From an optimization exercise on the open Yosys and OpenROAD flow, aimed at small area and few clock cycles per item; shortcuts taken in it are not production practice. In this exercise RTL edits were held to simulation tests only and were not proved equivalent to the original. No activity file was given, so power comes from the tool's default toggle rates. No driver is modelled on the clock port, so clocking that relies on it looks cheaper here than on a real chip.

===== flow/config.mk =====
export PLATFORM = sky130hd
export DESIGN_NAME = cp_insert
export DESIGN_NICKNAME = cp_insert
export VERILOG_FILES = /design/flow/design.v
export SDC_FILE = /design/flow/constraint.sdc
export NUM_CORES = 4
export LEC_CHECK = 0
export CAP_MARGIN = 0
export CORE_MARGIN = 2
export CORE_UTILIZATION = 60
export CTS_BUF_LIST = sky130_fd_sc_hd__clkbuf_16
export CTS_CLUSTER_DIAMETER = 100
export CTS_CLUSTER_SIZE = 34
export SLEW_MARGIN = 0
export SYNTH_MEMORY_MAX_BITS = 16384

===== flow/flow/run.sh =====
#!/bin/bash
set -e
rm -rf scripts_abc
cp -r "$FLOW_HOME/scripts" scripts_abc
sed -i 's/^&nf$/\&nf -R 1000/; /^buffer -c$/d; /^upsize -c$/d; /^dnsize -c$/d' scripts_abc/abc_speed.script
cp scripts_abc/abc_speed.script abc_speed_script.log
export SCRIPTS_DIR="$PWD/scripts_abc"
export BUFFER_PORTS_ARGS="-buffer_cell sky130_fd_sc_hd__buf_1"
export CTS_ARGS="-sink_clustering_enable -repair_clock_nets -sink_clustering_size 34 -sink_clustering_max_diameter 100 -buf_list sky130_fd_sc_hd__clkbuf_16 -dont_use_dummy_load"
bash standard.sh > standard.log 2>&1

===== flow/constraint.sdc =====
create_clock -name core_clock -period 7.0 [get_ports {clk}]
set_input_delay 1.4000 -clock core_clock [delete_from_list [all_inputs] [get_ports {clk}]]
set_output_delay 1.4000 -clock core_clock [all_outputs]
set_load 0.01 [all_outputs]

===== flow/standard.sh =====
#!/bin/bash
# synth_recipe.tcl (not shown) runs the flow's synth.tcl, then flattens the netlist and writes it again
# the make line also repeats each setting of config.mk as NAME=value (left out here)
make -C /OpenROAD-flow-scripts/flow DESIGN_CONFIG=/design/flow/config.mk WORK_HOME=/design/flow/orfs CLKGATE_MAP_FILE= SYNTH_SCRIPT=/design/flow/synth_recipe.tcl "${@:-finish}"

===== flow/design.v =====
package ofdm_pkg;
  localparam int N_FFT    = 64;
  localparam int LOG2_N   = 6;
  localparam int CP_LEN   = 16;
  localparam int SAMPLE_W = 32;
  typedef enum logic [1:0] {
    IDLE = 2'd0,
    PFX  = 2'd1,
    BODY = 2'd2
  } rd_state_e;
endpackage
module cp_ram
#(
   parameter int WIDTH = 32,
   parameter int N     = 64
) (
   input  logic             clk,
   input  logic [N/4-1:0]   ins,      
   input  logic [WIDTH-1:0] wd,
   input  logic [3:0]       tap,      
   output logic [WIDTH-1:0] rd
);
   logic [WIDTH-1:0] ring [N];
   logic [WIDTH-1:0] wd_n;
   assign wd_n = ~wd;
   always_ff @(posedge clk) begin
      for (int p = 0; p < N; p++) begin
         if (p % 4 == 1) ring[p] <= ins[p / 4] ? (((p / 4) % 2 == 0) ? wd_n : wd)
                                               : ~ring[(p + N - 1) % N];
         else            ring[p] <= ring[(p + N - 1) % N];
      end
   end
   assign rd = ({WIDTH{tap[0]}} & ring[0])     | ({WIDTH{tap[1]}} & ring[N / 4]) |
               ({WIDTH{tap[2]}} & ring[N / 2]) | ({WIDTH{tap[3]}} & ring[3 * N / 4]);
endmodule
module cp_insert
#(
   parameter int WIDTH = 32,
   parameter int N     = 64,
   parameter int B     = 6,
   parameter int CP    = 16
) (
   input  logic             clk,
   input  logic             rst,
   input  logic             ena_in,
   input  logic [WIDTH-1:0] dat_in,
   output logic             in_rdy,
   output logic             val_out,
   output logic             sym_sta,
   output logic [WIDTH-1:0] dat_out
);
   if (N != 64 || B != 6 || CP != 16) begin : g_bad_par
      $error("cp_insert: this implementation is built for N = 64, B = 6, CP = 16");
   end
   logic [B-1:0] ph, ph_nxt;
   logic [B-1:0] wa, wa_nxt;
   logic [B-1:0] wpos;
   logic         full, full_nxt;
   logic         act, act_nxt;
   logic         body, body_nxt;
   logic [1:0]   tsel, tsel_nxt;
   logic [3:0]   toh, toh_nxt;
   logic [B-1:0] ra;
   logic         free, rdy, acc, last_in, last_pfx, last_out, start;
   logic [N/4-1:0] ins;
   assign ra = {ph[5:4] - tsel, ph[3:0]};
   assign wpos = ph + B'(1) - wa;
   assign free = !full || (act && body && wa <= ra);
   assign rdy  = (wpos[1:0] == 2'b01) && free;
   assign acc  = ena_in && rdy;
   always_comb begin
      ins = '0;
      if (acc) ins[wpos[B-1:2]] = 1'b1;
   end
   assign last_in  = acc && (wa == B'(N - 1));
   assign last_pfx = act && !body && (ph[3:0] == 4'hf);
   assign last_out = act && body && (ra == B'(N - 1));
   assign wa_nxt   = acc ? wa + B'(1) : wa;
   assign full_nxt = last_in || (full && !last_out);
   assign ph_nxt   = (!full_nxt && wa_nxt == '0) ? '0 : ph + B'(1);
   assign start    = full_nxt && (!act || last_out) && (ph_nxt[3:0] == 4'h0);
   always_comb begin
      act_nxt  = act;
      body_nxt = body;
      tsel_nxt = tsel;
      toh_nxt  = toh;
      if (start) begin
         act_nxt  = 1'b1;
         body_nxt = 1'b0;
         tsel_nxt = ph_nxt[5:4] + 2'd1;
         toh_nxt  = 4'b0001 << (ph_nxt[5:4] + 2'd1);
      end else begin
         if (last_pfx) body_nxt = 1'b1;
         if (last_out) act_nxt  = 1'b0;
      end
   end
   always_ff @(posedge clk or negedge rst) begin
      if (!rst) begin
         ph   <= '0;
         wa   <= '0;
         full <= 1'b0;
         act  <= 1'b0;
      end else begin
         ph   <= ph_nxt;
         wa   <= wa_nxt;
         full <= full_nxt;
         act  <= act_nxt;
      end
   end
   always_ff @(posedge clk) begin
      body <= body_nxt;
      tsel <= tsel_nxt;
      toh  <= toh_nxt;
   end
   cp_ram #(
      .WIDTH (WIDTH),
      .N     (N)
   ) u_ram (
      .clk (clk),
      .ins (ins),
      .wd  (dat_in),
      .tap (toh),
      .rd  (dat_out)
   );
   assign in_rdy  = rdy;
   assign val_out = act;
   assign sym_sta = act && !body && (ph[3:0] == 4'h0);
endmodule

==> results.toml, run 1 <==
[critical_path]
cp_cell_sequence = "ha_1, xnor2_1, clkinv_1, ha_1, nand2_1, o21ai_0, xnor2_1, clkinv_1, ha_1, xor2_1, nand2b_1, nor3_2, buf_4, mux2i_1"
crit_required_ns = 7.55
timing.rr.start = "ph[0]"
cp_max_fo = 32
reg2reg_to = "u_ram.ring[1][5]"
crit_cells = 14
critical_path_arrival_ns = 5.50
max_stage_delay_ns = 0.82
worstSetupEndpoint = "u_ram.ring[1][5]"
reg2reg_depth = 14
path_buf_inv = 3
end_kind = "flip-flop"
crit_slowest_cell = "buf_4"
crit_family = "XOR/XNOR gates"
crit_top_cell = "ha_1"
startpoint_type = "flip-flop"
cp-startpoint = "ph[0]"
reg2reg_slack_ns = 2.04
path_class = "reg2reg"

[grt]
antenna_found_initial = 1
grt_overflow = 0
grt_max_degree = 65
grt_pass1_wl_mm = 128
grt_pass1_vias = 21186
track_usage = 0.203

[clock_tree]
numCtsBuffers = 70
postCtsResizedCells = 0
cts_tree = "done"
cts-root-buf = "clkbuf_16"
post-cts-setup-buffer-count = 0
cts.clk_slew.worst_paths_ns = 0.12
hold_buffers = 0
htreeDepth = 3
cts.sinks = 2069
clockBufferDepth = 3
clock_latency_ns = 0.65

[routing]
drt_first_pass_iters = 5
num_vias = 21028
first_iter_violations = 1320
drc = 0
wire_per_inst_um = 19.1
detail-route-antenna-nets = 0
wl_mm = 82.4
routed_via_density = 4.88

[logic_synthesis]
synth_edf_count = 6
synthMuxAreaShare = 0.0534
synthArstFlopShare = 0.00677
yosys.area_share.xor_xnor = 0.00383
syn_nets = 3154
synth_ff_type = "dfxtp_1"
synthAdderAreaFrac = 0.00459
synth_top_family_by_area = "multiplexers"
synthTopCellsByCount = "dfxtp_1, nor2_1, a21oi_1"
synthTopCellsByArea = "dfxtp_1, mux2i_1, a21oi_1"
seq_area_frac_synth = 0.866
ys_ff_latch = 2069
synth_top_area_cell = "dfxtp_1"
synth_cell_types = 32
syn_area_per_cell_um2 = 15.5
yosys_warnings = 3
yosysMostFrequentCell = "dfxtp_1"
syn-instance-count = 3102
synth_compound_area_frac = 0.0399
yosysTopAreaCellShare = 0.855
syn_area_um2 = 48000
yosys.area_share.simple = 0.0309

[cells_and_area]
syn_to_final_growth_pct = 7.44
layoutNonFillerInstCount = 4306
diodes = 0
utilization = 0.652
drive_above_1_share = 0.0310
nNetsFinal = 3310

[sta]
setup_viol = 0
max_slew_margin = 0.232
whs_ns = 0.303
finClkSkew_ns = 0.0434
worst_slew_pin_slew_ns = 1.15
timing.final.hold_violations = 0
min_period_ns = 4.96
slew_viol_final = 0
rsz0062_at_grt = "false"
fmax_mhz = 202
finalCritPeriodShare = 0.708
fin_setup_tns_ns = 0

[die]
dieHeight_um = 287
num_rows = 103
die_x_um = 287
die_area_um2 = 82300
io_pins = 70
coreArea_um2 = 79100
initial_core_util = 0.607

[power]
ir_worst_vdd_mv = 0.361
p_total_uw = 23600
powerDensity_nw_per_um2 = 457
p_leak_uw = 0.0215

[placed_design]
port_buffers = 69
hpwl_mm = 42.1
placed_cells = 4236
gp_congestion = 0.812

[worst_hold_path]
hp-class = "reg2reg"
hp-start = "u_ram.ring[53][28]"

[run]
drv_cap = 0

[run_status]
status = "timing/DRC/antenna clean"
placed cells by master, fill, tap and decap left out, types with 8 or more instances in the layout:
| cell type | n |
|---|---|
| nand3_1 | 8 |
| o21ai_0 | 9 |
| dfrtp_1 | 14 |
| a22oi_1 | 64 |
| a21oi_1 | 262 |
| ha_1 | 16 |
| nand2_1 | 50 |
| xnor2_1 | 15 |
| dfxtp_1 | 2049 |
| buf_4 | 15 |
| buf_1 | 69 |
| clkinv_1 | 21 |
| clkbuf_16 | 70 |
| nor2_1 | 271 |
| mux2i_1 | 256 |
| nor3_1 | 9 |
area by class of cell:
type	instances	area, um^2
clock buffer	70	1750
timing repair buffer	84	372
fill	5757	27600
sequential	2069	41500
inverter	21	78.8
multi-input combinational	1012	6490
tap	1050	1310
worst min path at each step:
| stage | end | cells after the start | slack [ns] |
|---|---|---|---|
| floorplan | u_ram.ring[0][0] | 0 | 0.31 |
| global placement | u_ram.ring[58][17] | 0 | 0.31 |
| detailed placement | u_ram.ring[0][5] | 0 | 0.31 |
| CTS | u_ram.ring[8][15] | 0 | 0.30 |
| global route | u_ram.ring[8][15] | 0 | 0.31 |
| finish | u_ram.ring[54][28] | 0 | 0.30 |
flip-flops by register name, summed over array words and instances, names as in the netlist:
name / cells
u_ram.ring: 2048
wa: 6
tsel: 2
ph: 6
full: 1
body: 1
toh: 4
act: 1
kinds of logic (layout without fill, tap and decap cells):
group                    count (synthesis)  after routing
multiplexers                           256            256
flip-flops                            2069           2069
AND/OR/NAND/NOR                        373            373
adder cells (fa/ha/maj)                 17             17
buffers and inverters                   21            175
XOR/XNOR                                21             21
AO/OA/AOI/OAI                          345            345
layer usage:
layer  share of wire  GRT usage  wire, um  up-vias
li1                -          -         -    10410
met1            0.50      0.305     41400    10254
met2            0.45      0.317     37000      262
met3           0.028     0.0247      2290      100
met4           0.020     0.0513      1660        2
met5         0.00019          0        16        -
stage by stage:
stage,area [um^2],worst slack (ns)
after CTS,51600,2.15
after detailed placement,49800,2.15
after global routing,51600,1.83
final,51600,2.04
after global placement,49800,2.38
after floorplan,48000,0.694
report_power, final:
part	switching (uW)	leakage (uW)	internal, uW
logic	2020	0.00325	1010
clock network	3130	0.000863	1830
registers	862	0.0174	14700
Testbench counts, summed over its fixed seeds: cycles 15,872, symbols 192.
==> run 2: changes to the inputs <==
--- a/flow/design.v
+++ b/flow/design.v
@@ -17,2 +17,3 @@
    input  logic             clk,
+   input  logic [N/4-1:0]   sel,      
    input  logic [N/4-1:0]   ins,      
@@ -27,4 +28,4 @@
       for (int p = 0; p < N; p++) begin
-         if (p % 4 == 1) ring[p] <= ins[p / 4] ? (((p / 4) % 2 == 0) ? wd_n : wd)
-                                               : ~ring[(p + N - 1) % N];
+         if (p % 4 == 1) ring[p] <= ~((ring[(p + N - 1) % N] & {WIDTH{~sel[p / 4]}}) |
+                                      ({WIDTH{ins[p / 4]}} & (((p / 4) % 2 == 0) ? wd : wd_n)));
          else            ring[p] <= ring[(p + N - 1) % N];
@@ -60,3 +61,3 @@
    logic         body, body_nxt;
-   logic [1:0]   tsel, tsel_nxt;
+   logic [1:0]   tsel;
    logic [3:0]   toh, toh_nxt;
@@ -64,6 +65,7 @@
    logic         free, rdy, acc, last_in, last_pfx, last_out, start;
-   logic [N/4-1:0] ins;
-   assign ra = {ph[5:4] - tsel, ph[3:0]};
+   logic [N/4-1:0] sel, ins;
+   assign tsel = {toh[3] | toh[2], toh[3] | toh[1]};
+   assign ra   = {ph[5:4] - tsel, ph[3:0]};
    assign wpos = ph + B'(1) - wa;
-   assign free = !full || (act && body && wa <= ra);
+   assign free = !full || (act && body);
    assign rdy  = (wpos[1:0] == 2'b01) && free;
@@ -71,5 +73,6 @@
    always_comb begin
-      ins = '0;
-      if (acc) ins[wpos[B-1:2]] = 1'b1;
+      sel = '0;
+      if (rdy) sel[wpos[B-1:2]] = 1'b1;
    end
+   assign ins = ena_in ? sel : '0;
    assign last_in  = acc && (wa == B'(N - 1));
@@ -84,3 +87,2 @@
       body_nxt = body;
-      tsel_nxt = tsel;
       toh_nxt  = toh;
@@ -89,3 +91,2 @@
          body_nxt = 1'b0;
-         tsel_nxt = ph_nxt[5:4] + 2'd1;
          toh_nxt  = 4'b0001 << (ph_nxt[5:4] + 2'd1);
@@ -111,3 +112,2 @@
       body <= body_nxt;
-      tsel <= tsel_nxt;
       toh  <= toh_nxt;
@@ -119,2 +119,3 @@
       .clk (clk),
+      .sel (sel),
       .ins (ins),
--- a/flow/config.mk
+++ b/flow/config.mk
@@ -13,3 +13,5 @@
 export CTS_CLUSTER_SIZE = 34
+export PLACE_DENSITY = 0.8
 export SLEW_MARGIN = 0
+export SYNTH_HIERARCHICAL = 1
 export SYNTH_MEMORY_MAX_BITS = 16384
==> results.toml, run 2 <==
[run_status]
status = "timing/DRC/antenna clean"

[sta]
worst_slew_pin_slew_ns = 1.42
finalWorstSetupSlack_ns = 1.83
fin_setup_tns_ns = 0
finalCritPeriodShare = 0.739
finClkSkew_ns = 0.0491
slew_viol_final = 0
setup_viol = 0
fmax_mhz = 193
rsz0062_at_grt = "false"
whs_ns = 0.310
min_period_ns = 5.17
timing.final.hold_violations = 0
max_slew_margin = 0.0514

[routing]
wl_mm = 101
routed_via_density = 5.57
first_iter_violations = 2083
detail-route-antenna-nets = 0
wire_per_inst_um = 24.6
drc = 0
num_vias = 22823
drt_first_pass_iters = 6

[clock_tree]
postCtsResizedCells = 0
cts.sinks = 2067
cts.clk_slew.worst_paths_ns = 0.12
post-cts-setup-buffer-count = 0
hold_buffers = 0
clockBufferDepth = 3
cts-root-buf = "clkbuf_16"
htreeDepth = 3
cts_tree = "done"
numCtsBuffers = 70
clock_latency_ns = 0.67

[worst_hold_path]
hp-start = "u_ram.ring[19][20]"
hp-class = "reg2reg"

[cells_and_area]
nNetsFinal = 3101
syn_to_final_growth_pct = 7.61
fillers = 5077
layout_common_cells = "dfxtp_1, a22oi_1, clkbuf_16"
drive_above_1_share = 0.0403
final_common_cell = "dfxtp_1"
largest_registers = "u_ram.ring x2048, ph x6, wa x6"
layoutNonFillerInstCount = 4094
regMostFlops = "u_ram.ring"
largest_register_ffs = 2048

[logic_synthesis]
seq_area_frac_synth = 0.881
synth_top_area_cell = "dfxtp_1"
synthTopCellsByArea = "dfxtp_1, a22oi_1, dfrtp_1"
yosysMostFrequentCell = "dfxtp_1"
yosysTopAreaCellShare = 0.871
yosys_warnings = 9
ys_ff_latch = 2067
syn_nets = 2939
synth_ff_type = "dfxtp_1"
syn_area_um2 = 47100
synthArstFlopShare = 0.00677
synth_cell_types = 36
synthTopCellsByCount = "dfxtp_1, a22oi_1, clkinv_1"
syn-instance-count = 2893
syn_area_per_cell_um2 = 16.3
synth_edf_count = 4

[critical_path]
reg2reg_slack_ns = 1.83
cp_max_fo = 32
path_class = "reg2reg"
crit_required_ns = 7.45
cp-startpoint = "ph[0]"
critical_path_arrival_ns = 5.63
end_kind = "flip-flop"
startpoint_type = "flip-flop"
timing.rr.start = "ph[0]"

[die]
initial_core_util = 0.607
dieHeight_um = 284
die_x_um = 284
io_pins = 70
die_area_um2 = 80800
num_rows = 102
coreArea_um2 = 77600

[placed_design]
gp_congestion = 0.811
hpwl_mm = 54.3
placed_cells = 4023
place_ws_ns = 2.02
port_buffers = 69

[grt]
track_usage = 0.245
grt_overflow = 0
antenna_found_initial = 2
grt_pass1_wl_mm = 147
grt_max_degree = 35
grt_pass1_vias = 23318

[power]
powerDensity_nw_per_um2 = 484
p_leak_uw = 0.0197
p_total_uw = 24600
ir_worst_vdd_mv = 0.403

[run]
drv_cap = 0
## run 2: critical path: stages (launching register included)
cell      delay, ns
dfrtp_1        0.46
ha_1           0.27
xnor2_1        0.32
clkinv_1       0.13
ha_1           0.38
a21oi_1        0.20
nand2_1        0.11
xor2_1         0.30
clkinv_1       0.14
ha_1           0.24
nor2b_1        0.19
nor2_1         0.41
nand2_1        0.36
nor2_4         1.15
a22oi_1        0.30
## run 2: power by group
part	internal, uW	switching (uW)
clock network	1830	3160
registers	15200	1110
logic	891	2330
## run 2: final timing paths
kind,to,cells past startpoint
min reg2reg,u_ram.ring[20][20],0
max in group asynchronous,wa[4],1
max reg2reg,u_ram.ring[37][6],14
min in group asynchronous,ph[4],1
max,u_ram.ring[37][6],14
min,u_ram.ring[20][20],0
## run 2: logic make-up (layout without fill, tap and decap cells)
| kind of cell | Yosys count | count (layout) | share of synthesized area |
|---|---|---|---|
| AOI/OAI and AO/OA | 592 | 592 | 0.0940 |
| xor gates and xnor gates | 17 | 17 | 0.00316 |
| DFF | 2067 | 2067 | 0.881 |
| and+or+nand+nor | 138 | 138 | 0.0132 |
| adders and majority gates | 11 | 11 | 0.00308 |
| other | 0 | 1 | 0 |
| muxes | 2 | 2 | 0.000425 |
| buffers and inverters | 66 | 226 | 0.00526 |
## run 2: per-layer routing
metal  vias up  track usage  routed length, um  share of wire
li1      10227            -                  -              -
met1     11645        0.349              45100           0.45
met2       784        0.390              46600           0.46
met3       167       0.0381               6410          0.064
met4         0       0.0709               2560          0.025
met5         -            0                  0              0
## run 2: layout make-up
cell class                 count  area, um^2  area share
clock buffer                  70        1750      0.0346
multi-input combinational    760        5470       0.108
inverter                      66         248     0.00489
antenna                        1        2.50   0.0000494
sequential                  2067       41500       0.819
timing repair buffer          90         417     0.00822
tap                         1040        1300      0.0257
## run 2: metrics by stage
step	area, um^2	util
after floorplan	47100	-
after global placement	48900	0.631
after detailed placement	48900	0.631
after CTS	50700	0.653
after global routing	50700	0.653
final	50700	0.653
Testbench counts of run 2, summed over its fixed seeds: cycles 15,872, symbols 192.
==> run 3: changes to the inputs <==
--- a/flow/config.mk
+++ b/flow/config.mk
@@ -13,3 +13,2 @@
 export CTS_CLUSTER_SIZE = 34
-export PLACE_DENSITY = 0.8
 export SLEW_MARGIN = 0
==> results.toml, run 3 <==
[run_status]
status = "timing/DRC/antenna clean"

[die]
die_x_um = 284
num_rows = 102
coreArea_um2 = 77600
initial_core_util = 0.607
die_area_um2 = 80800
dieHeight_um = 284
io_pins = 70

[cells_and_area]
diodes = 0
largest_registers = "u_ram.ring x2048, ph x6, wa x6"
layout_common_cells = "dfxtp_1, a22oi_1, clkbuf_16"
drive_above_1_share = 0.0444
syn_to_final_growth_pct = 7.83
layoutNonFillerInstCount = 4106
largest_register_ffs = 2048
final_common_cell = "dfxtp_1"
regMostFlops = "u_ram.ring"
nNetsFinal = 3114

[logic_synthesis]
syn_nets = 2939
yosys.area_share.xor_xnor = 0.00316
synth_edf_count = 4
syn_area_per_cell_um2 = 16.3
syn_area_um2 = 47100
yosys.area_share.simple = 0.0132
synth_top_family_by_area = "compound AO/OA/AOI/OAI gates"
syn-instance-count = 2893
yosysTopAreaCellShare = 0.871
yosys_warnings = 9
ys_ff_latch = 2067
synthTopCellsByArea = "dfxtp_1, a22oi_1, dfrtp_1"
seq_area_frac_synth = 0.881
synth_cell_types = 36
synthArstFlopShare = 0.00677
synthTopCellsByCount = "dfxtp_1, a22oi_1, clkinv_1"
synth_compound_area_frac = 0.0940
yosysMostFrequentCell = "dfxtp_1"
synth_ff_type = "dfxtp_1"
synthMuxAreaShare = 0.000425
synthAdderAreaFrac = 0.00308
synth_top_area_cell = "dfxtp_1"

[grt]
grt_max_degree = 35
grt_pass1_vias = 21974
antenna_found_initial = 1
grt_overflow = 0
track_usage = 0.241
grt_pass1_wl_mm = 143

[sta]
fmax_mhz = 202
worst_slew_pin_slew_ns = 1.35
setup_viol = 0
max_slew_margin = 0.0964
slew_viol_final = 0
min_period_ns = 4.95
finalCritPeriodShare = 0.707
finClkSkew_ns = 0.0295
rsz0062_at_grt = "false"
timing.final.hold_violations = 0
fin_setup_tns_ns = 0

[routing]
wl_mm = 98.3
drc = 0
wire_per_inst_um = 23.9
detail-route-antenna-nets = 0
routed_via_density = 5.38
num_vias = 22082
drt_first_pass_iters = 7
first_iter_violations = 1586

[placed_design]
hpwl_mm = 54.0
placed_cells = 4036
port_buffers = 69
gp_congestion = 0.766

[power]
ir_worst_vdd_mv = 0.476
powerDensity_nw_per_um2 = 481
p_leak_uw = 0.0197

[clock_tree]
htreeDepth = 3
cts.clk_slew.worst_paths_ns = 0.12
hold_buffers = 0
cts.sinks = 2067
post-cts-setup-buffer-count = 0
clock_latency_ns = 0.65
clockBufferDepth = 3
numCtsBuffers = 70
cts-root-buf = "clkbuf_16"
postCtsResizedCells = 0
cts_tree = "done"

[critical_path]
crit_required_ns = 7.50
startpoint_type = "flip-flop"
path_class = "reg2reg"
end_kind = "flip-flop"
critical_path_arrival_ns = 5.45
cp_max_fo = 18

[worst_hold_path]
hp-class = "reg2reg"

[run]
drv_cap = 0
run 3: logic make-up after synthesis:
group,count (synthesis)
flops,2067
compound gates,592
simple gates,138
buf+inv,66
xor+xnor,17
fa+ha+maj,11
mux,2
run 3: layout make-up:
cell class	instances	area [um^2]
multi-input cells	760	5470
clock buffers	70	1750
fillers	5627	26800
repair buffers	103	527
flip-flops and latches	2067	41500
well taps	1040	1300
inverters	66	248
run 3: final timing paths:
| check | start | cells past startpoint | slack, ns | end |
|---|---|---|---|---|
| min | u_ram.ring[22][3] | 0 | 0.31 | u_ram.ring[23][3] |
| max in group asynchronous | rst | 1 | 5.68 | ph[1] |
| max reg2reg | ph[0] | 15 | 2.05 | u_ram.ring[5][23] |
| max | ph[0] | 15 | 2.05 | u_ram.ring[5][23] |
| min reg2reg | u_ram.ring[22][3] | 0 | 0.31 | u_ram.ring[23][3] |
| min in group asynchronous | rst | 1 | 0.80 | act |
run 3: report_power, final:
part	leakage, uW	internal [uW]	switching [uW]
logic	0.00145	917	2330
registers	0.0174	15200	997
clock network	0.000863	1830	3150
total	0.0197	18000	6470
run 3: layer usage:
| metal | vias up | share of wire | GRT usage |
|---|---|---|---|
| li1 | 10274 | - | - |
| met1 | 11138 | 0.48 | 0.358 |
| met2 | 539 | 0.45 | 0.375 |
| met3 | 131 | 0.045 | 0.0293 |
| met4 | 0 | 0.026 | 0.0672 |
| met5 | - | 0 | 0 |
run 3: worst max-delay path, cell delays in order, from the launching register on:
cell and delay (ns):
dfrtp_1 0.46, ha_1 0.27, xnor2_1 0.30, clkinv_1 0.11
ha_1 0.37, a21oi_1 0.21, nand2_1 0.10, xor2_1 0.21
clkinv_1 0.10, ha_1 0.23, nor2b_1 0.18, nor2_1 0.42
nand2_1 0.35, nor2_4 0.86, buf_4 0.44, a22oi_1 0.15
run 3: per-stage QoR:
step           power (uW)  hold WS, ns  cell area, um^2   util  setup slack (ns)
6_report            24400        0.314            50800  0.655              2.05
5_1_grt             25500        0.323            50800  0.655              1.64
4_1_cts             24600        0.316            50800  0.655              2.07
3_5_place_dp        19700        0.312            49000  0.632              2.10
3_3_place_gp        19500        0.310            49000  0.632              2.14
2_1_floorplan       17800        0.310            47100      -              2.20
==> run 4: changes to the inputs <==
==> flow/flow/run.sh (replaced) <==
#!/bin/bash
set -e
export BUFFER_PORTS_ARGS="-buffer_cell sky130_fd_sc_hd__buf_1"
export CTS_ARGS="-sink_clustering_enable -repair_clock_nets -sink_clustering_size 34 -sink_clustering_max_diameter 100 -buf_list sky130_fd_sc_hd__clkbuf_16 -dont_use_dummy_load"
bash standard.sh > standard.log 2>&1
==> results.toml, run 4 <==
[clock_tree]
clock_latency_ns = 0.67
hold_buffers = 0
cts-root-buf = "clkbuf_16"
postCtsResizedCells = 0
cts_tree = "done"
htreeDepth = 3
clockBufferDepth = 3
cts.sinks = 2067
post-cts-setup-buffer-count = 0
numCtsBuffers = 70
cts.clk_slew.worst_paths_ns = 0.12

[routing]
drt_first_pass_iters = 7
first_iter_violations = 1538
drc = 0
wl_mm = 98.4
routed_via_density = 5.36
detail-route-antenna-nets = 0
wl_met3_mm = 3.96
wire_per_inst_um = 23.6
wl_met1_mm = 47.0
met2_length_mm = 45.0
top_layer_used = "met4"
num_vias = 22332

[cells_and_area]
layout_common_cells = "dfxtp_1, a22oi_1, clkbuf_16"
diodes = 0
nNetsFinal = 3151
largest_registers = "u_ram.ring x2048, ph x6, wa x6"
regMostFlops = "u_ram.ring"
drive_above_1_share = 0.0503
largest_register_ffs = 2048
final_common_cell = "dfxtp_1"
syn_to_final_growth_pct = 5.73

[power]
powerDensity_nw_per_um2 = 471
p_total_uw = 24100
p_leak_uw = 0.0199
ir_worst_vdd_mv = 0.281

[critical_path]
reg2reg_slack_ns = 1.38
end_kind = "flip-flop"
critical_path_arrival_ns = 6.10
crit_required_ns = 7.48
startpoint_type = "flip-flop"
path_class = "reg2reg"
cp_max_fo = 20

[logic_synthesis]
synthArstFlopShare = 0.00677
synthTopCellsByArea = "dfxtp_1, a22oi_1, buf_2"
ys_ff_latch = 2067
synth_top_area_cell = "dfxtp_1"
synth_ff_type = "dfxtp_1"
synth_cell_types = 60
seq_area_frac_synth = 0.856
yosysTopAreaCellShare = 0.846
yosysMostFrequentCell = "dfxtp_1"
syn_area_per_cell_um2 = 15.8
synth_edf_count = 4
yosys_warnings = 9
syn_nets = 3124
syn-instance-count = 3078
synthTopCellsByCount = "dfxtp_1, a22oi_1, buf_2"
syn_area_um2 = 48500

[sta]
fin_setup_tns_ns = 0
setup_viol = 0
fmax_mhz = 178
worst_slew_pin_slew_ns = 1.19
timing.final.hold_violations = 0
whs_ns = 0.303
slew_viol_final = 0
rsz0062_at_grt = "false"
finClkSkew_ns = 0.0509
max_slew_margin = 0.208
min_period_ns = 5.62
finalWorstSetupSlack_ns = 1.38
finalCritPeriodShare = 0.803

[placed_design]
gp_congestion = 0.791
place_ws_ns = 1.42
hpwl_mm = 56.0
port_buffers = 69

[die]
coreArea_um2 = 80300
initial_core_util = 0.604
die_x_um = 288
io_pins = 70
num_rows = 104
die_area_um2 = 83100
dieHeight_um = 288

[grt]
grt_max_degree = 35
grt_overflow = 0
grt_pass1_vias = 22124
track_usage = 0.236
grt_pass1_wl_mm = 143
antenna_found_initial = 1

[run_status]
status = "timing/DRC/antenna clean"

[worst_hold_path]
hp-class = "reg2reg"

[run]
drv_cap = 0
run 4: cell types whose count changed in the layout (fill, tap and decap cells not counted), sizes merged, moves of 6 or more:
cell,change
a21oi,+6
clkinv,-50
inv,+48
nor2,-32
nor3,+6
nor4,+9
o211ai,+6
run 4: path summary, 6_finish.rpt:
path,endpoint,cells after the start,from
min in group asynchronous,act,1,rst
worst min-delay path,u_ram.ring[62][27],0,u_ram.ring[61][27]
worst max-delay path,u_ram.ring[17][21],14,ph[0]
worst min register to register,u_ram.ring[62][27],0,u_ram.ring[61][27]
max in group asynchronous,wa[1],1,rst
worst max register to register,u_ram.ring[17][21],14,ph[0]
run 4: power by group:
| group | switching [uW] | internal (uW) | leakage (uW) | total, uW |
|---|---|---|---|---|
| logic | 1690 | 828 | 0.00168 | 2520 |
| clock network | 3160 | 1830 | 0.000863 | 4990 |
| registers | 1100 | 15500 | 0.0174 | 16600 |
| total | 5960 | 18200 | 0.0199 | 24100 |
run 4: kinds of logic (layout without fill, tap and decap cells):
family	count (synthesis)	count (layout)	synth area share
compound gates	623	623	0.0965
fa+ha+maj	11	11	0.00299
simple gates	139	139	0.0157
xor+xnor	13	13	0.00235
flops	2067	2067	0.856
mux	9	9	0.00191
buf+inv	216	241	0.0248
run 4: layout make-up:
type / count / area, um^2
inverters: 64 / 240
multi-input cells: 795 / 5900
flip-flops and latches: 2067 / 41500
well taps: 1060 / 1330
repair buffers: 107 / 557
clock buffers: 70 / 1750
fillers: 5884 / 29000
run 4: per-layer routing:
layer,up-vias,track usage
met5,-,0
met4,0,0.0606
met3,141,0.0306
met2,462,0.378
met1,11265,0.342
li1,10464,-
run 4: per-stage QoR:
| stage | cell area, um^2 | util | cells |
|---|---|---|---|
| detailed placement | 49500 | 0.617 | 4093 |
| finish | 51300 | 0.638 | 4163 |
| global placement | 49500 | 0.617 | 4093 |
| floorplan | 48500 | - | 3078 |
| CTS | 51300 | 0.638 | 4163 |
| global route | 51300 | 0.638 | 4163 |
run 4: worst max-delay path, cell delays in order, from the launching register on:
cell	delay, ns
dfrtp_1	0.47
ha_1	0.26
xor2_1	0.24
ha_1	0.35
a21oi_1	0.23
nand2_1	0.10
xor2_1	0.43
inv_1	0.32
ha_1	0.43
nor4_1	0.75
and2_1	0.31
nand4_1	0.16
mux2i_4	0.92
buf_4	0.39
a22oi_1	0.09
==> run 5: changes to the inputs <==
==> flow/flow/run.sh (replaced) <==
#!/bin/bash
set -e
rm -rf scripts_abc
cp -r "$FLOW_HOME/scripts" scripts_abc
sed -i 's/^&nf$/\&nf -R 1000/; /^buffer -c$/d; /^upsize -c$/d; /^dnsize -c$/d' scripts_abc/abc_speed.script
cp scripts_abc/abc_speed.script abc_speed_script.log
export SCRIPTS_DIR="$PWD/scripts_abc"
export BUFFER_PORTS_ARGS="-buffer_cell sky130_fd_sc_hd__buf_1"
export CTS_ARGS="-sink_clustering_enable -repair_clock_nets -sink_clustering_size 36 -sink_clustering_max_diameter 100 -buf_list sky130_fd_sc_hd__clkbuf_16 -dont_use_dummy_load"
bash standard.sh > standard.log 2>&1
--- a/flow/config.mk
+++ b/flow/config.mk
@@ -12,3 +12,4 @@
 export CTS_CLUSTER_DIAMETER = 100
-export CTS_CLUSTER_SIZE = 34
+export CTS_CLUSTER_SIZE = 36
+export PLACE_DENSITY = 0.8
 export SLEW_MARGIN = 0
==> results.toml, run 5 <==
[cells_and_area]
nNetsFinal = 3098
largest_registers = "u_ram.ring x2048, ph x6, wa x6"
final_common_cell = "dfxtp_1"
fillers = 5129
layout_common_cells = "dfxtp_1, a22oi_1, buf_1"
drive_above_1_share = 0.0393
syn_to_final_growth_pct = 7.46
regMostFlops = "u_ram.ring"
utilization = 0.652
largest_register_ffs = 2048
finalInstanceArea_um2 = 50600

[grt]
grt_max_degree = 37
grt_pass1_vias = 23217
met1_usage = 0.341
grt_pass1_wl_mm = 146
globalRouteMet3Util = 0.0501
antenna_found_initial = 3
busiest_layer = "met2"
grt_overflow = 0
grtUsageMet2 = 0.379
track_usage = 0.243

[clock_tree]
htreeDepth = 3
hold_buffers = 0
numCtsBuffers = 67
post-cts-setup-buffer-count = 0
cts.clk_slew.worst_paths_ns = 0.12
cts_tree = "done"
clock_latency_ns = 0.66
clockBufferDepth = 3
postCtsResizedCells = 0
cts-root-buf = "clkbuf_16"
cts.sinks = 2067

[sta]
fin_setup_tns_ns = 0
rsz0062_at_grt = "false"
setup_viol = 0
finClkSkew_ns = 0.0408
timing.final.hold_violations = 0
finalWorstSetupSlack_ns = 1.85
finalCritPeriodShare = 0.735
worst_slew_pin_slew_ns = 1.41
min_period_ns = 5.15
fmax_mhz = 194
slew_viol_final = 0
max_slew_margin = 0.0566

[power]
p_seq_frac = 0.667
powerDensity_nw_per_um2 = 484
sw_frac_of_total = 0.270
p_int_uw = 17900
combPwrFrac = 0.132
ir_worst_vdd_mv = 0.414
switchingPower_uw = 6600
p_leak_uw = 0.0196
clockPowerShare = 0.201

[die]
coreArea_um2 = 77600
io_pins = 70
initial_core_util = 0.607
num_rows = 102
dieHeight_um = 284
die_area_um2 = 80800
die_x_um = 284

[routing]
wl_mm = 100
routed_via_density = 5.56
drc = 0
detail-route-antenna-nets = 0
drt_first_pass_iters = 6
wire_per_inst_um = 24.4
num_vias = 22774
first_iter_violations = 2161

[logic_synthesis]
synth_ff_type = "dfxtp_1"
syn_nets = 2939
syn_area_per_cell_um2 = 16.3
yosysMostFrequentCell = "dfxtp_1"
syn_area_um2 = 47100
synth_edf_count = 4
yosysTopAreaCellShare = 0.871
syn-instance-count = 2893
synth_cell_types = 36
synth_top_area_cell = "dfxtp_1"
synthTopCellsByArea = "dfxtp_1, a22oi_1, dfrtp_1"
synthTopCellsByCount = "dfxtp_1, a22oi_1, clkinv_1"
ys_ff_latch = 2067
yosys_warnings = 9
synthArstFlopShare = 0.00677
seq_area_frac_synth = 0.881

[critical_path]
path_class = "reg2reg"
cp_max_fo = 32
startpoint_type = "flip-flop"
crit_required_ns = 7.48
critical_path_arrival_ns = 5.62
reg2reg_slack_ns = 1.85
end_kind = "flip-flop"

[worst_hold_path]
hp-class = "reg2reg"

[placed_design]
place_ws_ns = 2.02
gp_congestion = 0.811
port_buffers = 69
hpwl_mm = 54.3
place_area_um2 = 48900

[run_status]
status = "timing/DRC/antenna clean"

[run]
drv_cap = 0
## run 5: cells by family (layout without fill, tap and decap cells)
kind of cell,count (synthesis),after routing,share of synthesized area
flip-flops,2067,2067,0.881
AO/OA/AOI/OAI,592,592,0.0940
AND/OR/NAND/NOR,138,138,0.0132
buffers and inverters,66,223,0.00526
XOR/XNOR,17,17,0.00316
adder cells (fa/ha/maj),11,11,0.00308
multiplexers,2,2,0.000425
other,0,3,0
## run 5: worst paths after layout
path                                    start            endpoint  cells after the start
min                        u_ram.ring[54][21]  u_ram.ring[55][21]                      0
max reg2reg                             ph[0]   u_ram.ring[37][6]                     14
min reg2reg                u_ram.ring[54][21]  u_ram.ring[55][21]                      0
min in group asynchronous                 rst               ph[3]                      1
max                                     ph[0]   u_ram.ring[37][6]                     14
max in group asynchronous                 rst               ph[5]                      1
## run 5: power by group through the flow
stage / clock, uW / sequential, uW / combinational [uW]
floorplan: 0 / 16000 / 1800
global placement: 0 / 16300 / 2950
detailed placement: 0 / 16500 / 3130
CTS: 4920 / 16300 / 3180
global route: 5310 / 16600 / 3410
finish: 4910 / 16300 / 3240
## run 5: critical path, cell delays in order, from the launching register on
cell,delay (ns)
dfrtp_1,0.47
ha_1,0.28
xnor2_1,0.32
clkinv_1,0.13
ha_1,0.38
a21oi_1,0.20
nand2_1,0.11
xor2_1,0.29
clkinv_1,0.14
ha_1,0.24
nor2b_1,0.19
nor2_1,0.40
nand2_1,0.37
nor2_4,1.15
a22oi_1,0.29
## run 5: cell type report
type	instances	area, um^2	area share
flip-flops and latches	2067	41500	0.820
repair buffers	90	417	0.00823
multi-input cells	760	5470	0.108
diodes	3	7.51	0.000148
inverters	66	248	0.00489
well taps	1040	1300	0.0257
clock buffers	67	1680	0.0331
## run 5: per-layer routing
layer | vias up | routed length [um]
met5 | - | 9
met4 | 2 | 3170
met3 | 202 | 7180
met2 | 842 | 45100
met1 | 11490 | 44600
li1 | 10238 | -
## run 5: per-stage QoR
stage	power (uW)	hold WS (ns)	instances
5_1_grt	25300	0.296	4091
3_3_place_gp	19300	0.310	4023
4_1_cts	24400	0.300	4090
3_5_place_dp	19600	0.312	4023
6_report	24500	0.303	4093
2_1_floorplan	17800	0.310	2893
==> run 6: changes to the inputs <==
--- a/flow/design.v
+++ b/flow/design.v
@@ -17,6 +17,6 @@
    input  logic             clk,
-   input  logic [N/4-1:0]   sel,      
+   input  logic [N/4-1:0]   keep,     
    input  logic [N/4-1:0]   ins,      
    input  logic [WIDTH-1:0] wd,
-   input  logic [3:0]       tap,      
+   input  logic [3:0]       tap_n,    
    output logic [WIDTH-1:0] rd
@@ -28,4 +28,4 @@
       for (int p = 0; p < N; p++) begin
-         if (p % 4 == 1) ring[p] <= ~((ring[(p + N - 1) % N] & {WIDTH{~sel[p / 4]}}) |
-                                      ({WIDTH{ins[p / 4]}} & (((p / 4) % 2 == 0) ? wd : wd_n)));
+         if (p % 4 == 1) ring[p] <= ~((ring[(p + N - 1) % N] | {WIDTH{ins[p / 4]}}) &
+                                      ((((p / 4) % 2 == 0) ? wd : wd_n) | {WIDTH{keep[p / 4]}}));
          else            ring[p] <= ring[(p + N - 1) % N];
@@ -33,4 +33,4 @@
    end
-   assign rd = ({WIDTH{tap[0]}} & ring[0])     | ({WIDTH{tap[1]}} & ring[N / 4]) |
-               ({WIDTH{tap[2]}} & ring[N / 2]) | ({WIDTH{tap[3]}} & ring[3 * N / 4]);
+   assign rd = (ring[0]     | {WIDTH{tap_n[0]}}) & (ring[N / 4]     | {WIDTH{tap_n[1]}}) &
+               (ring[N / 2] | {WIDTH{tap_n[2]}}) & (ring[3 * N / 4] | {WIDTH{tap_n[3]}});
 endmodule
@@ -119,6 +119,6 @@
       .clk (clk),
-      .sel (sel),
+      .keep(~sel),
       .ins (ins),
       .wd  (dat_in),
-      .tap (toh),
+      .tap_n (~toh),
       .rd  (dat_out)
--- a/flow/flow/run.sh
+++ b/flow/flow/run.sh
@@ -8,3 +8,3 @@
 export BUFFER_PORTS_ARGS="-buffer_cell sky130_fd_sc_hd__buf_1"
-export CTS_ARGS="-sink_clustering_enable -repair_clock_nets -sink_clustering_size 36 -sink_clustering_max_diameter 100 -buf_list sky130_fd_sc_hd__clkbuf_16 -dont_use_dummy_load"
+export CTS_ARGS="-sink_clustering_enable -repair_clock_nets -sink_clustering_size 34 -sink_clustering_max_diameter 100 -buf_list sky130_fd_sc_hd__clkbuf_16 -dont_use_dummy_load"
 bash standard.sh > standard.log 2>&1
--- a/flow/config.mk
+++ b/flow/config.mk
@@ -7,3 +7,3 @@
 export LEC_CHECK = 0
-export CAP_MARGIN = 0
+export CAP_MARGIN = 10
 export CORE_MARGIN = 2
@@ -12,5 +12,4 @@
 export CTS_CLUSTER_DIAMETER = 100
-export CTS_CLUSTER_SIZE = 36
-export PLACE_DENSITY = 0.8
-export SLEW_MARGIN = 0
+export CTS_CLUSTER_SIZE = 34
+export SLEW_MARGIN = 10
 export SYNTH_HIERARCHICAL = 1
==> results.toml, run 6 <==
[routing]
detail-route-antenna-nets = 0
wl_mm = 97.2
num_vias = 22039
drc = 0
drt_first_pass_iters = 5
first_iter_violations = 1582
wire_per_inst_um = 23.8
routed_via_density = 5.39

[clock_tree]
post-cts-setup-buffer-count = 0
hold_buffers = 0
clock_latency_ns = 0.67
postCtsResizedCells = 0
clockBufferDepth = 3
cts-root-buf = "clkbuf_16"
cts_tree = "done"
cts.clk_slew.worst_paths_ns = 0.12
cts.sinks = 2067
htreeDepth = 3
numCtsBuffers = 70

[grt]
grt_pass1_vias = 21502
antenna_found_initial = 0
track_usage = 0.245
grt_max_degree = 35
grt_overflow = 0
grt_pass1_wl_mm = 140

[logic_synthesis]
syn_area_per_cell_um2 = 16.1
syn_nets = 2927
yosys_warnings = 9
yosysTopAreaCellShare = 0.885
synthTopCellsByCount = "dfxtp_1, o22ai_1, clkinv_1"
synthTopCellsByArea = "dfxtp_1, o22ai_1, dfrtp_1"
synth_ff_type = "dfxtp_1"
synth_top_area_cell = "dfxtp_1"
synth_edf_count = 4
yosysMostFrequentCell = "dfxtp_1"
synth_cell_types = 32
syn-instance-count = 2881
seq_area_frac_synth = 0.895
synthArstFlopShare = 0.00677
syn_area_um2 = 46400
ys_ff_latch = 2067

[placed_design]
place_ws_ns = 1.92
gp_congestion = 0.771
port_buffers = 69
hpwl_mm = 54.9
placed_cells = 4016

[cells_and_area]
largest_registers = "u_ram.ring x2048, ph x6, wa x6"
nNetsFinal = 3104
multiInputGateArea_um2 = 4810
largest_register_ffs = 2048
layoutNonFillerInstCount = 4086
final_common_cell = "dfxtp_1"
diodes = 0
syn_to_final_growth_pct = 8.02
regMostFlops = "u_ram.ring"
drive_above_1_share = 0.0458
layout_common_cells = "dfxtp_1, o22ai_1, clkbuf_16"
fillers = 5525
regArea_um2 = 41500

[critical_path]
end_kind = "flip-flop"
reg2reg_to = "u_ram.ring[49][5]"
cp_max_fo = 32
crit_required_ns = 7.47
path_class = "reg2reg"
reg2reg_slack_ns = 1.85
worstSetupEndpoint = "u_ram.ring[49][5]"
timing.rr.start = "ph[0]"
critical_path_arrival_ns = 5.62
startpoint_type = "flip-flop"
cp-startpoint = "ph[0]"
reg2reg_depth = 13

[die]
dieHeight_um = 282
num_rows = 101
die_x_um = 282
coreArea_um2 = 76200
die_area_um2 = 79500
initial_core_util = 0.608
io_pins = 70

[run_status]
status = "timing/DRC/antenna clean"

[sta]
finalWorstSetupSlack_ns = 1.85
fin_setup_tns_ns = 0
fmax_mhz = 194
setup_viol = 0
timing.final.hold_violations = 0
rsz0062_at_grt = "false"
max_slew_margin = 0.121
finClkSkew_ns = 0.0412
worst_slew_pin_slew_ns = 1.32
slew_viol_final = 0
finalCritPeriodShare = 0.736
min_period_ns = 5.15

[run]
drv_cap = 0

[power]
p_leak_uw = 0.0194
ir_worst_vdd_mv = 0.275
powerDensity_nw_per_um2 = 464

[worst_hold_path]
hp-class = "reg2reg"
==> run 6: cell types whose count changed in the layout (fill, tap and decap cells not counted), sizes merged, moves of 9 or more <==
cell and delta:
o22ai +576, a22oi -575, nand2 -23, buf +15
inv -12, nor2 +9
==> run 6: kinds of logic after synthesis <==
| group | after synthesis | synth area share |
|---|---|---|
| adders and majority gates | 11 | 0.00313 |
| and+or+nand+nor | 134 | 0.0133 |
| xor gates and xnor gates | 19 | 0.00359 |
| DFF | 2067 | 0.895 |
| muxes | 1 | 0.000243 |
| AOI/OAI and AO/OA | 597 | 0.0805 |
| buffers and inverters | 52 | 0.00421 |
==> run 6: final cells by class <==
class,instances,share of cell area
clock buffer,70,0.0350
inverter,52,0.00390
multi-input combinational,762,0.0960
sequential,2067,0.829
tap,1030,0.0257
timing repair buffer,105,0.0108
==> run 6: metrics by stage <==
| stage | power [uW] | hold slack [ns] | instance area (um^2) | utilization |
|---|---|---|---|---|
| 6_report | 23200 | 0.303 | 50100 | 0.657 |
| 5_1_grt | 24200 | 0.316 | 50100 | 0.657 |
| 4_1_cts | 23300 | 0.298 | 50100 | 0.657 |
| 3_5_place_dp | 18500 | 0.312 | 48300 | 0.634 |
| 3_3_place_gp | 18300 | 0.310 | 48300 | 0.634 |
| 2_1_floorplan | 17400 | 0.310 | 46400 | - |
==> run 6: worst max-delay path, cell delays in order (launching register included) <==
cell      delay [ns]
dfrtp_1         0.45
clkinv_1        0.14
ha_1            0.37
ha_1            0.29
a21o_1          0.16
a21o_1          0.20
xor2_1          0.25
clkinv_1        0.15
ha_1            0.24
nor2b_1         0.17
nor2_1          0.87
nand2_1         0.35
nor2_4          1.09
o22ai_1         0.22
==> run 6: power breakdown <==
part	total, uW	internal, uW	switching [uW]
registers	16500	15500	1050
clock network	4990	1830	3160
logic	1710	621	1080
total	23200	17900	5300
==> run 6: worst min-delay path by stage <==
stage                                    end  slack (ns)  cells after the start          startpoint
final                     u_ram.ring[54][23]        0.30                      0  u_ram.ring[53][23]
after detailed placement   u_ram.ring[0][18]        0.31                      0  u_ram.ring[63][18]
after floorplan             u_ram.ring[0][0]        0.31                      0   u_ram.ring[63][0]
after global placement     u_ram.ring[6][21]        0.31                      0   u_ram.ring[5][21]
after CTS                 u_ram.ring[20][15]        0.30                      0  u_ram.ring[19][15]
after global routing      u_ram.ring[20][15]        0.32                      0  u_ram.ring[19][15]
==> run 6: routing by layer <==
layer | vias to the layer above | global-route usage | share of wire
li1 | 10267 | - | -
met5 | - | 0 | 0
met4 | 0 | 0.0675 | 0.025
met1 | 11110 | 0.366 | 0.49
met2 | 510 | 0.374 | 0.44
met3 | 152 | 0.0375 | 0.049
Testbench counts of run 6, summed over its fixed seeds: cycles 15,872, symbols 192.
==> run 7: changes to the inputs <==
--- a/flow/config.mk
+++ b/flow/config.mk
@@ -7,3 +7,3 @@
 export LEC_CHECK = 0
-export CAP_MARGIN = 10
+export CAP_MARGIN = 0
 export CORE_MARGIN = 2
@@ -13,3 +13,4 @@
 export CTS_CLUSTER_SIZE = 34
-export SLEW_MARGIN = 10
+export PLACE_DENSITY = 0.8
+export SLEW_MARGIN = 0
 export SYNTH_HIERARCHICAL = 1
==> results.toml, run 7 <==
[logic_synthesis]
syn-instance-count = 2881
syn_nets = 2927
yosys_warnings = 9
ys_ff_latch = 2067
synthTopCellsByCount = "dfxtp_1, o22ai_1, clkinv_1"
synthTopCellsByArea = "dfxtp_1, o22ai_1, dfrtp_1"
yosysTopAreaCellShare = 0.885
yosysMostFrequentCell = "dfxtp_1"
synthArstFlopShare = 0.00677
synth_cell_types = 32
synth_top_area_cell = "dfxtp_1"
seq_area_frac_synth = 0.895
syn_area_per_cell_um2 = 16.1
synth_ff_type = "dfxtp_1"
synth_edf_count = 4
syn_area_um2 = 46400

[routing]
first_iter_violations = 2138
drc = 0
wire_per_inst_um = 24.7
wl_mm = 101
drt_first_pass_iters = 5
detail-route-antenna-nets = 0
num_vias = 22808
routed_via_density = 5.58

[power]
combPwrFrac = 0.075
p_seq_frac = 0.710
sw_frac_of_total = 0.234
p_total_uw = 23500
ir_worst_vdd_mv = 0.242
powerDensity_nw_per_um2 = 469
clockPowerShare = 0.215
p_int_uw = 18000
p_leak_uw = 0.0195
switchingPower_uw = 5510

[cells_and_area]
nNetsFinal = 3107
syn_to_final_growth_pct = 8.11
regArea_um2 = 41500
largest_register_ffs = 2048
regMostFlops = "u_ram.ring"
largest_registers = "u_ram.ring x2048, ph x6, wa x6"
drive_above_1_share = 0.0467
finalInstanceArea_um2 = 50100
final_common_cell = "dfxtp_1"
layout_common_cells = "dfxtp_1, o22ai_1, clkbuf_16"
utilization = 0.658
multiInputGateArea_um2 = 4810
fillers = 4933

[critical_path]
cp_max_fo = 19
startpoint_type = "flip-flop"
path_class = "reg2reg"
critical_path_arrival_ns = 5.62
cp_cell_sequence = "clkinv_1, ha_1, ha_1, a21o_1, a21o_1, xor2_1, clkinv_1, ha_1, nor2b_1, nor2_1, nand2_1, nor2_4, buf_4, o22ai_1"
max_stage_delay_ns = 0.87
crit_required_ns = 7.46
crit_slowest_cell = "nor2_1"
crit_top_cell = "ha_1"
end_kind = "flip-flop"

[run_status]
status = "timing/DRC/antenna clean"

[clock_tree]
hold_buffers = 0
clock_latency_ns = 0.67
numCtsBuffers = 71
post-cts-setup-buffer-count = 0
cts_tree = "done"
cts.clk_slew.worst_paths_ns = 0.12
postCtsResizedCells = 0
htreeDepth = 3
clockBufferDepth = 3
cts.sinks = 2067
cts-root-buf = "clkbuf_16"

[sta]
timing.final.hold_violations = 0
finClkSkew_ns = 0.0780
fmax_mhz = 194
min_period_ns = 5.16
finalCritPeriodShare = 0.737
whs_ns = 0.286
max_slew_margin = 0.106
fin_setup_tns_ns = 0
worst_slew_pin_slew_ns = 1.33
slew_viol_final = 0
rsz0062_at_grt = "false"
setup_viol = 0

[die]
num_rows = 101
coreArea_um2 = 76200
io_pins = 70
dieHeight_um = 282
initial_core_util = 0.608
die_area_um2 = 79500
die_x_um = 282

[worst_hold_path]
hp-class = "reg2reg"

[placed_design]
hpwl_mm = 55.8
gp_congestion = 0.843
port_buffers = 69
place_area_um2 = 48300

[grt]
antenna_found_initial = 5
grt_pass1_wl_mm = 147
grt_max_degree = 35
track_usage = 0.252
grt_pass1_vias = 23327
grt_overflow = 0

[run]
drv_cap = 0
==> run 7: worst max-delay path, delay by kind of cell, from the launching register on <==
| family | cells | cell delay, ns |
|---|---|---|
| adder cells (fa/ha/maj) | 3 | 0.92 |
| buffers and inverters | 3 | 0.81 |
| flip-flops | 1 | 0.46 |
| XOR/XNOR | 1 | 0.30 |
| AO/OA/AOI/OAI | 3 | 0.50 |
| AND/OR/NAND/NOR | 4 | 1.95 |
==> run 7: final timing paths <==
kind	cells after the start	start	endpoint	slack [ns]
max	14	ph[0]	u_ram.ring[41][5]	1.84
min	0	u_ram.ring[9][1]	u_ram.ring[10][1]	0.29
max reg2reg	14	ph[0]	u_ram.ring[41][5]	1.84
min reg2reg	0	u_ram.ring[9][1]	u_ram.ring[10][1]	0.29
max in group asynchronous	1	rst	full	5.64
min in group asynchronous	1	rst	wa[5]	0.81
==> run 7: power by group through the flow <==
stage	sequential, uW	clock (uW)	combinational [uW]
3_3_place_gp	16700	0	1570
4_1_cts	16700	5060	1730
5_1_grt	16900	5430	1860
3_5_place_dp	16800	0	1690
6_report	16700	5050	1760
2_1_floorplan	16300	0	1050
==> run 7: through the flow <==
stage | worst slack [ns] | std cells
6_report | 1.84 | 4090
3_5_place_dp | 1.97 | 4018
5_1_grt | 1.60 | 4089
4_1_cts | 1.92 | 4089
3_3_place_gp | 2.23 | 4018
2_1_floorplan | 1.80 | 2881
==> run 7: logic make-up after synthesis <==
kind of cell / count (synthesis) / share of synthesized area
flip-flops: 2067 / 0.895
buffers and inverters: 52 / 0.00421
multiplexers: 1 / 0.000243
AO/OA/AOI/OAI: 597 / 0.0805
XOR/XNOR: 19 / 0.00359
AND/OR/NAND/NOR: 134 / 0.0133
adder cells (fa/ha/maj): 11 / 0.00313
==> run 7: area by class of cell <==
cell class                 instances  share of cell area
sequential                      2067               0.828
multi-input combinational        762              0.0959
timing repair buffer             107              0.0111
clock buffer                      71              0.0355
inverter                          52             0.00389
antenna                            1           0.0000499
tap                             1030              0.0257
==> run 7: routing by layer <==
layer  global-route usage  part of all wire  up-vias
met5                    0           0.00049        -
met4               0.0896             0.033        6
met3               0.0414             0.067      220
met2                0.408              0.47      880
met1                0.348              0.43    11421
li1                     -                 -    10281
==> run 8: changes to the inputs <==
--- a/flow/design.v
+++ b/flow/design.v
@@ -61,9 +61,6 @@
    logic         body, body_nxt;
-   logic [1:0]   tsel;
-   logic [3:0]   toh, toh_nxt;
-   logic [B-1:0] ra;
+   logic [3:0]   tap_n, tap_n_nxt;
+   logic [1:0]   tnew;
    logic         free, rdy, acc, last_in, last_pfx, last_out, start;
    logic [N/4-1:0] sel, ins;
-   assign tsel = {toh[3] | toh[2], toh[3] | toh[1]};
-   assign ra   = {ph[5:4] - tsel, ph[3:0]};
    assign wpos = ph + B'(1) - wa;
@@ -79,15 +76,16 @@
    assign last_pfx = act && !body && (ph[3:0] == 4'hf);
-   assign last_out = act && body && (ra == B'(N - 1));
+   assign last_out = act && body && (ph[3:0] == 4'hf) && !tap_n[ph[5:4] + 2'd1];
    assign wa_nxt   = acc ? wa + B'(1) : wa;
    assign full_nxt = last_in || (full && !last_out);
-   assign ph_nxt   = (!full_nxt && wa_nxt == '0) ? '0 : ph + B'(1);
-   assign start    = full_nxt && (!act || last_out) && (ph_nxt[3:0] == 4'h0);
+   assign ph_nxt   = (!full_nxt && wa == '0 && !acc) ? '0 : ph + B'(1);
+   assign start    = full_nxt && (!act || last_out) && (ph[3:0] == 4'hf);
+   assign tnew     = ph[5:4] + 2'd2;
    always_comb begin
-      act_nxt  = act;
-      body_nxt = body;
-      toh_nxt  = toh;
+      act_nxt   = act;
+      body_nxt  = body;
+      tap_n_nxt = tap_n;
       if (start) begin
-         act_nxt  = 1'b1;
-         body_nxt = 1'b0;
-         toh_nxt  = 4'b0001 << (ph_nxt[5:4] + 2'd1);
+         act_nxt   = 1'b1;
+         body_nxt  = 1'b0;
+         tap_n_nxt = ~(4'b0001 << tnew);
       end else begin
@@ -111,4 +109,4 @@
    always_ff @(posedge clk) begin
-      body <= body_nxt;
-      toh  <= toh_nxt;
+      body  <= body_nxt;
+      tap_n <= tap_n_nxt;
    end
@@ -122,3 +120,3 @@
       .wd  (dat_in),
-      .tap_n (~toh),
+      .tap_n (tap_n),
       .rd  (dat_out)
--- a/flow/config.mk
+++ b/flow/config.mk
@@ -7,3 +7,3 @@
 export LEC_CHECK = 0
-export CAP_MARGIN = 0
+export CAP_MARGIN = 10
 export CORE_MARGIN = 2
@@ -13,4 +13,3 @@
 export CTS_CLUSTER_SIZE = 34
-export PLACE_DENSITY = 0.8
-export SLEW_MARGIN = 0
+export SLEW_MARGIN = 10
 export SYNTH_HIERARCHICAL = 1
==> results.toml, run 8 <==
[logic_synthesis]
syn-instance-count = 2866
yosysMostFrequentCell = "dfxtp_1"
synthArstFlopShare = 0.00677
yosysTopAreaCellShare = 0.886
synthTopCellsByArea = "dfxtp_1, o22ai_1, dfrtp_1"
syn_area_per_cell_um2 = 16.2
synth_edf_count = 4
synth_cell_types = 34
syn_nets = 2916
seq_area_frac_synth = 0.896
synth_top_area_cell = "dfxtp_1"
yosys_warnings = 9
synthTopCellsByCount = "dfxtp_1, o22ai_1, nor2_1"
ys_ff_latch = 2067
synth_ff_type = "dfxtp_1"
syn_area_um2 = 46300

[clock_tree]
cts.clk_slew.worst_paths_ns = 0.12
postCtsResizedCells = 0
post-cts-setup-buffer-count = 0
cts.sinks = 2067
clock_latency_ns = 0.66
hold_buffers = 0
htreeDepth = 3
clockBufferDepth = 3
cts_tree = "done"
cts-root-buf = "clkbuf_16"
numCtsBuffers = 70

[grt]
track_usage = 0.240
met1_usage = 0.356
antenna_found_initial = 0
grt_max_degree = 35
grt_pass1_wl_mm = 140
grt_pass1_vias = 22036
grt_overflow = 0
busiest_layer = "met2"
grtUsageMet2 = 0.369
globalRouteMet3Util = 0.0375

[routing]
num_vias = 21831
routed_via_density = 5.36
first_iter_violations = 1406
wl_mm = 94.8
drc = 0
wire_per_inst_um = 23.3
drt_first_pass_iters = 4
detail-route-antenna-nets = 0

[placed_design]
place_area_um2 = 48300
placed_cells = 4002
gp_congestion = 0.781
hpwl_mm = 54.8
port_buffers = 69

[power]
p_leak_uw = 0.0194
p_total_uw = 22000
combPwrFrac = 0.097
powerDensity_nw_per_um2 = 439
p_int_uw = 16600
clockPowerShare = 0.227
ir_worst_vdd_mv = 0.305
p_seq_frac = 0.676
sw_frac_of_total = 0.243
switchingPower_uw = 5340

[cells_and_area]
regMostFlops = "u_ram.ring"
layoutNonFillerInstCount = 4072
nNetsFinal = 3094
drive_above_1_share = 0.0457
syn_to_final_growth_pct = 8.09
finalInstanceArea_um2 = 50100
layout_common_cells = "dfxtp_1, o22ai_1, clkbuf_16"
regArea_um2 = 41500
final_common_cell = "dfxtp_1"
fillers = 5564
multiInputGateArea_um2 = 4780
largest_registers = "u_ram.ring x2048, ph x6, wa x6"
diodes = 0
largest_register_ffs = 2048

[critical_path]
cp_cell_sequence = "ha_1, and3_1, xnor2_1, clkinv_1, ha_1, a21o_1, a31oi_1, xnor2_1, xor2_1, a21oi_1, nand2_2, o22ai_1"
reg2reg_depth = 12
max_stage_delay_ns = 0.80
crit_required_ns = 7.52
startpoint_type = "flip-flop"
worstSetupEndpoint = "u_ram.ring[21][4]"
reg2reg_slack_ns = 1.84
critical_path_arrival_ns = 5.67
reg2reg_to = "u_ram.ring[21][4]"
end_kind = "flip-flop"
crit_slowest_cell = "xnor2_1"
timing.rr.start = "ph[0]"
cp_max_fo = 32
cp-startpoint = "ph[0]"
path_class = "reg2reg"

[sta]
setup_viol = 0
min_period_ns = 5.16
fin_setup_tns_ns = 0
finalCritPeriodShare = 0.737
worst_slew_pin_slew_ns = 1.27
slew_viol_final = 0
finClkSkew_ns = 0.0438
timing.final.hold_violations = 0
rsz0062_at_grt = "false"
fmax_mhz = 194
max_slew_margin = 0.149

[die]
io_pins = 70
die_x_um = 282
dieHeight_um = 282
num_rows = 101
initial_core_util = 0.608
die_area_um2 = 79400
coreArea_um2 = 76200

[run]
drv_cap = 0

[worst_hold_path]
hp-class = "reg2reg"
min_path_cells = 0

[run_status]
status = "timing/DRC/antenna clean"
-- run 8: changes by cell type after synthesis, moves of 2 or more --
cell     before  now
nand4_1       3    6
nor2_1       51   59
or3_1         2    0
nand2_1      28   25
nor4_1        4    1
nand3_1      12    9
a21oi_1       6    3
nor3_1       14    8
xnor2_1      13   11
o21ai_0       5    1
ha_1         10   14
nor2b_1       5    3
-- run 8: layout make-up --
class                           count  share of cell area
Timing Repair Buffer              106              0.0111
Clock buffer                       70              0.0350
Inverter                           51             0.00382
Sequential cell                  2067               0.829
Multi-Input combinational cell    748              0.0954
Tap cell                         1030              0.0257
-- run 8: worst min-delay path by stage --
stage                            start                 end
floorplan            u_ram.ring[63][0]    u_ram.ring[0][0]
global placement    u_ram.ring[26][15]  u_ram.ring[27][15]
detailed placement  u_ram.ring[31][10]  u_ram.ring[32][10]
CTS                 u_ram.ring[45][21]  u_ram.ring[46][21]
global route        u_ram.ring[43][21]  u_ram.ring[44][21]
finish              u_ram.ring[33][18]  u_ram.ring[34][18]
-- run 8: worst max-delay path, delay by kind of cell, from the launching register on --
family                   cells  cell delay [ns]
AND/OR/NAND/NOR              2             0.99
adder cells (fa/ha/maj)      2             0.68
XOR/XNOR                     3             1.47
AO/OA/AOI/OAI                4             1.29
buffers and inverters        1             0.13
flip-flops                   1             0.46
-- run 8: power groups by stage --
stage                     logic, uW  registers (uW)  clock network (uW)
after floorplan                1190           14800                   0
after global placement         2030           15000                   0
after detailed placement       2110           15100                   0
after CTS                      2120           14900                5080
after global routing           2290           15100                5480
final                          2130           14900                4980
-- run 8: kinds of logic after synthesis --
| logic type | count (synthesis) | synth area share |
|---|---|---|
| and+or+nand+nor | 124 | 0.0119 |
| xor gates and xnor gates | 17 | 0.00322 |
| muxes | 1 | 0.000486 |
| DFF | 2067 | 0.896 |
| AOI/OAI and AO/OA | 591 | 0.0800 |
| buffers and inverters | 51 | 0.00413 |
| adders and majority gates | 15 | 0.00422 |
-- run 8: per-layer routing --
metal / share of wire / wire length (um)
met2: 0.44 / 41700
met3: 0.046 / 4320
met1: 0.49 / 46600
met5: 0 / 0
met4: 0.023 / 2210
-- run 8: through the flow --
step / hold WS [ns] / utilization / worst slack (ns)
5_1_grt: 0.322 / 0.657 / 1.59
6_report: 0.308 / 0.657 / 1.84
3_5_place_dp: 0.312 / 0.634 / 1.97
2_1_floorplan: 0.310 / - / 2.31
4_1_cts: 0.308 / 0.657 / 1.92
3_3_place_gp: 0.310 / 0.633 / 2.09
Testbench counts of run 8, summed over its fixed seeds: cycles 15,872, symbols 192.

## static timing again, ports no longer ideal
The results above use ideal ports. As a check the final layouts listed here were re-extracted and re-timed, cells and wires unchanged.
Step 1 (the two cells are an assumption about what drives the block):
set clk [get_ports {clk}]
set_driving_cell -lib_cell sky130_fd_sc_hd__clkbuf_16 $clk
set_driving_cell -lib_cell sky130_fd_sc_hd__buf_2 [delete_from_list [all_inputs] $clk]
Step 2 also shifts input and output timing later by t, the mid clock arrival at the registers, as if the neighbouring blocks saw the same clock.
Slacks: ideal / step 1 / step 2; pairs: ideal / step 1.
run	shift t [ns]	slack for setup (ns)	hold slack, ns	clock arrival spread, ns
run 1	0.694	2.045 / 2.045 / 2.045	0.303 / 0.303 / 0.303	0.052 / 0.052
run 2	0.708	1.828 / 1.828 / 1.828	0.310 / 0.310 / 0.310	0.054 / 0.054
run 3	0.701	2.053 / 2.052 / 2.052	0.314 / 0.314 / 0.314	0.030 / 0.030
run 4	0.708	1.382 / 1.382 / 1.382	0.303 / 0.303 / 0.303	0.053 / 0.053
run 5	0.702	1.854 / 1.854 / 1.854	0.303 / 0.303 / 0.303	0.045 / 0.045
run 6	0.704	1.845 / 1.845 / 1.845	0.303 / 0.303 / 0.303	0.050 / 0.050
run 7	0.698	1.843 / 1.843 / 1.843	0.286 / 0.286 / 0.286	0.082 / 0.082
run 8	0.711	1.844 / 1.844 / 1.844	0.308 / 0.308 / 0.308	0.046 / 0.046
After both steps setup and hold are still met in every run listed. The setup slack of run 3, which loses most, moves by -0.001 ns with the drivers and by -0.001 ns with both steps.
